What follows belongs to an exercise in optimizing a design on an open flow for small area, a short achievable clock period and few clock cycles; a production flow would make more cautious choices. At most, simulation tests tie the RTL to the original design; equivalence was not proved. Power and IR drop assume default switching activity.

==> flow/design.v (excerpt) <==
module shared_mem_responder #(
    parameter int ADDR_W = 16,
    parameter int DATA_W = 16,
    parameter int DEPTH  = 256
) (
    input  logic                clk,
    input  logic                rst_n,
    input  logic [2:0]          read,
    input  logic [2:0]          write,
    input  logic [3*ADDR_W-1:0] address,
    input  logic [3*DATA_W-1:0] data_in,
    output logic [3*DATA_W-1:0] data_out,
    output logic [2:0]          ack,
    output logic                busy,
    output logic [1:0]          grant_id,
    output logic                err_oor,
    output logic                err_proto
);
    localparam int IDX_W = $clog2(DEPTH);
    localparam int GRP_W = 2;                  
    localparam int NGRP  = 1 << GRP_W;
    logic [DEPTH-1:0][DATA_W-1:0] mem_q;
    logic [2:0] inflight_q;
    logic [2:0] elig;
    logic [2:0] pick;
    assign elig = (read | write) & ~inflight_q;
    assign pick = {elig[2] & ~elig[1] & ~elig[0], elig[1] & ~elig[0], elig[0]};
    logic              s1_valid_q;
    logic [1:0]        s1_core_q;
    logic              s1_rd_q, s1_wr_q, s1_oor_q;
    logic [IDX_W-1:0]  s1_addr_q;
    logic [15:0]       s1_hi_q;       
    logic [3:0]        s1_mid_q;      
    logic [3:0]        s1_lo_q;       
  ...
Settings: LEC_CHECK=0, CAP_MARGIN=20, CORE_MARGIN=2, CORE_UTILIZATION=55, PLACE_DENSITY=0.65, SETUP_SLACK_MARGIN=3.3, SLEW_MARGIN=20; clock period 6.0 ns.
run.sh (not shown) runs the stock make flow with config.mk's settings and CLKGATE_MAP_FILE= SYNTH_SCRIPT=/design/flow/synth_recipe.tcl, a recipe that flattens the netlist after the stock synthesis.
The first run finished clean.
Edit:
Settings changed: CTS_CLUSTER_DIAMETER from default to 60, CTS_CLUSTER_SIZE from default to 30.
Result:
- The new run completed with no timing, DRC or antenna violations
- die area is unchanged
- via count drops slightly
- utilization drops by 1.5 points
- count of clock-buffer cells in the layout drops by 312
- setup slack gets worse by 0.085 ns
- final area drops by a few percent
No functional check of the RTL was part of any run of this note.

========
the reference run:
The RTL this note starts from:
==> flow/design.v <==
module shared_mem_responder #(
    parameter int ADDR_W = 16,
    parameter int DATA_W = 16,
    parameter int DEPTH  = 256
) (
    input  logic                clk,
    input  logic                rst_n,
    input  logic [2:0]          read,
    input  logic [2:0]          write,
    input  logic [3*ADDR_W-1:0] address,
    input  logic [3*DATA_W-1:0] data_in,
    output logic [3*DATA_W-1:0] data_out,
    output logic [2:0]          ack,
    output logic                busy,
    output logic [1:0]          grant_id,
    output logic                err_oor,
    output logic                err_proto
);
    localparam int GRP_W = 3;                  
    localparam int NGRP  = 1 << GRP_W;
    localparam int NRSEL = DEPTH / 4;          
    logic [DEPTH-1:0][DATA_W-1:0] mem_q;
    logic [2:0] inflight_q;
    logic [2:0] elig;
    logic [2:0] pick;
    assign elig = (read | write) & ~inflight_q;
    assign pick = {elig[2] & ~elig[1] & ~elig[0], elig[1] & ~elig[0], elig[0]};
    logic [ADDR_W-1:0] p_addr;
    logic [DATA_W-1:0] p_wdata;
    logic              p_rd, p_wr, p_oor, p_wen;
    logic [1:0]        p_core;
    assign p_addr  = ({ADDR_W{pick[0]}} & address[0*ADDR_W +: ADDR_W])
                   | ({ADDR_W{pick[1]}} & address[1*ADDR_W +: ADDR_W])
                   | ({ADDR_W{pick[2]}} & address[2*ADDR_W +: ADDR_W]);
    assign p_wdata = ({DATA_W{pick[0]}} & data_in[0*DATA_W +: DATA_W])
                   | ({DATA_W{pick[1]}} & data_in[1*DATA_W +: DATA_W])
                   | ({DATA_W{pick[2]}} & data_in[2*DATA_W +: DATA_W]);
    assign p_rd    = |(pick & read);
    assign p_wr    = |(pick & write);
    assign p_core  = {pick[2], pick[1]};
    assign p_oor   = |p_addr[ADDR_W-1:8];
    assign p_wen   = p_wr & ~p_oor;
    logic              s1_valid_q;
    logic [1:0]        s1_core_q;
    logic              s1_rd_q, s1_wr_q, s1_oor_q;
    logic [GRP_W-1:0]  s1_grp_q;        
    logic [NRSEL-1:0]  s1_rsel_q;       
    logic [15:0]       s1_ml_q;         
    logic [15:0]       s1_hiw_q;        
    logic [15:0]       s1_hik_q;        
    logic [DATA_W-1:0] s1_wdata_q;
    logic              s2_valid_q;
    logic [1:0]        s2_core_q;
    logic              s2_ld_q, s2_oor_q, s2_proto_q;
    logic [NGRP-1:0]   s2_gsel_q;       
    logic [DATA_W-1:0] s2_cand_q [NGRP];
    logic [DATA_W-1:0] cand [NGRP];
    always_comb begin
        for (int g = 0; g < NGRP; g++) cand[g] = '0;
        for (int w = 0; w < DEPTH; w++)
            cand[w % NGRP] = cand[w % NGRP]
                | ({DATA_W{s1_rsel_q[w / 4]}} & mem_q[w]);
    end
    for (genvar w = 0; w < DEPTH; w++) begin : g_word
        logic we_w, keep_w;
        assign we_w   = s1_hiw_q[w / 16] & s1_ml_q[w % 16];
        assign keep_w = s1_hik_q[w / 16] | ~s1_ml_q[w % 16];
        always_ff @(posedge clk) begin
            mem_q[w] <= ({DATA_W{we_w}} & s1_wdata_q) | ({DATA_W{keep_w}} & mem_q[w]);
        end
    end
    logic [2:0]          ack_q;
    logic                busy_q;
    logic [1:0]          grant_q;         
    logic [3*DATA_W-1:0] data_out_q;
    logic                err_oor_q, err_proto_q;
    logic [DATA_W-1:0]   rdata;
    logic [2:0]          ack_nx;
    always_comb begin
        rdata = '0;
        for (int g = 0; g < NGRP; g++)
            rdata = rdata | ({DATA_W{s2_gsel_q[g]}} & s2_cand_q[g]);
    end
    assign ack_nx = s2_valid_q ? (3'b001 << s2_core_q) : 3'b000;
    always_ff @(posedge clk or negedge rst_n) begin
        if (!rst_n) begin
            inflight_q  <= 3'b000;
            s1_valid_q  <= 1'b0;
            s1_hiw_q    <= '0;
            s1_hik_q    <= '1;
            s2_valid_q  <= 1'b0;
            ack_q       <= 3'b000;
            busy_q      <= 1'b0;
            grant_q     <= 2'd0;
            data_out_q  <= '0;
            err_oor_q   <= 1'b0;
            err_proto_q <= 1'b0;
        end else begin
            inflight_q <= (inflight_q | pick) & ~ack_nx;
            s1_valid_q <= |pick;
            s1_hiw_q   <= {16{p_wen}} & (16'd1 << p_addr[7:4]);
            s1_hik_q   <= ~({16{p_wen}} & (16'd1 << p_addr[7:4]));
            s2_valid_q <= s1_valid_q;
            ack_q      <= ack_nx;
            busy_q     <= s2_valid_q;
            if (s2_valid_q) begin
                grant_q <= {~s2_core_q[1], s2_core_q[0]};
                if (s2_ld_q) data_out_q[int'(s2_core_q)*DATA_W +: DATA_W] <= rdata;
                if (s2_oor_q)   err_oor_q   <= 1'b1;
                if (s2_proto_q) err_proto_q <= 1'b1;
            end
        end
    end
    always_ff @(posedge clk) begin
        s1_core_q  <= p_core;
        s1_rd_q    <= p_rd;
        s1_wr_q    <= p_wr;
        s1_oor_q   <= p_oor;
        s1_grp_q   <= p_addr[GRP_W-1:0];
        s1_rsel_q  <= NRSEL'(1) << p_addr[7:2];
        s1_ml_q    <= 16'd1 << p_addr[3:0];
        s1_wdata_q <= p_wdata;
        s2_core_q  <= s1_core_q;
        s2_ld_q    <= s1_rd_q & ~s1_wr_q;
        s2_oor_q   <= s1_oor_q;
        s2_proto_q <= s1_rd_q & s1_wr_q;
        s2_gsel_q  <= s1_oor_q ? '0 : NGRP'(1) << s1_grp_q;
        for (int g = 0; g < NGRP; g++)
            s2_cand_q[g] <= cand[g];
    end
    assign ack       = ack_q;
    assign busy      = busy_q;
    assign grant_id  = {~grant_q[1], grant_q[0]};
    assign data_out  = data_out_q;
    assign err_oor   = err_oor_q;
    assign err_proto = err_proto_q;
endmodule
make LEC_CHECK=0 CAP_MARGIN=20 CORE_MARGIN=2 CORE_UTILIZATION=50 CTS_CLUSTER_DIAMETER=100 CTS_CLUSTER_SIZE=25 PLACE_DENSITY=0.62 SETUP_SLACK_MARGIN=3.3 SLEW_MARGIN=20 finish   # period 6.0 ns
[the reference run] flow finished | final checks: failed | reasons: slew limit
Testbench counts of the reference run, summed over its fixed seeds: cycles 24,016.
Relative to the reference run, the following input files were edited for the trial run:
- CORE_UTILIZATION now 45, was 50
- PLACE_DENSITY now 0.6, was 0.62
Results
- The final layout from the trial run, which completed every stage, passed the timing, design-rule and antenna checks at the end of the flow.
- The reference run reports its start point of the critical path as s1_hik_q[8]$_DFF_PN1_ while the trial run reports s2_gsel_q[3]$_SDFF_PP0_.
- From the reference run to the trial run, flip-flop and latch count did not move at all.
- The trial run and the reference run ended up with roughly the same power per standard cell area.
- Across both runs, smallest setup slack after layout was higher for the trial run than for the reference run.

-- static timing again, ports no longer ideal --
The flow's constraints put no driver on any port. The routed layouts listed below were extracted and timed again, unchanged, in two steps.
Step 1, drivers: a clkbuf_16 drives clk and a buf_2 each remaining input, both assumed.
Step 2, shift: input delay + t, output delay - t, t = (earliest + latest rising clock arrival at the registers) / 2. This alone moves slack from input paths to output paths.
Slacks: ideal ports / drivers / drivers and shift; pairs: ideal ports / drivers.
run	t, ns	setup slack, ns	worst hold slack (ns)	latest minus earliest clock arrival (ns)	worst slew at a driven data input, ns
the first run of note 1	1.168	2.717 / 2.717 / 2.284	0.298 / 0.204 / 0.336	0.057 / 0.056	0.14
the second run of note 1	1.131	2.632 / 2.632 / 2.420	0.312 / 0.218 / 0.341	0.055 / 0.055	0.15
the reference run	1.061	3.086 / 3.086 / 2.278	0.279 / 0.195 / 0.342	0.074 / 0.074	0.09
the trial run	1.085	3.109 / 3.109 / 2.434	0.247 / 0.160 / 0.338	0.068 / 0.069	0.09
For the reference run, which loses most, drivers alone change the setup slack by 0.000 ns; drivers and shift together by -0.808 ns.
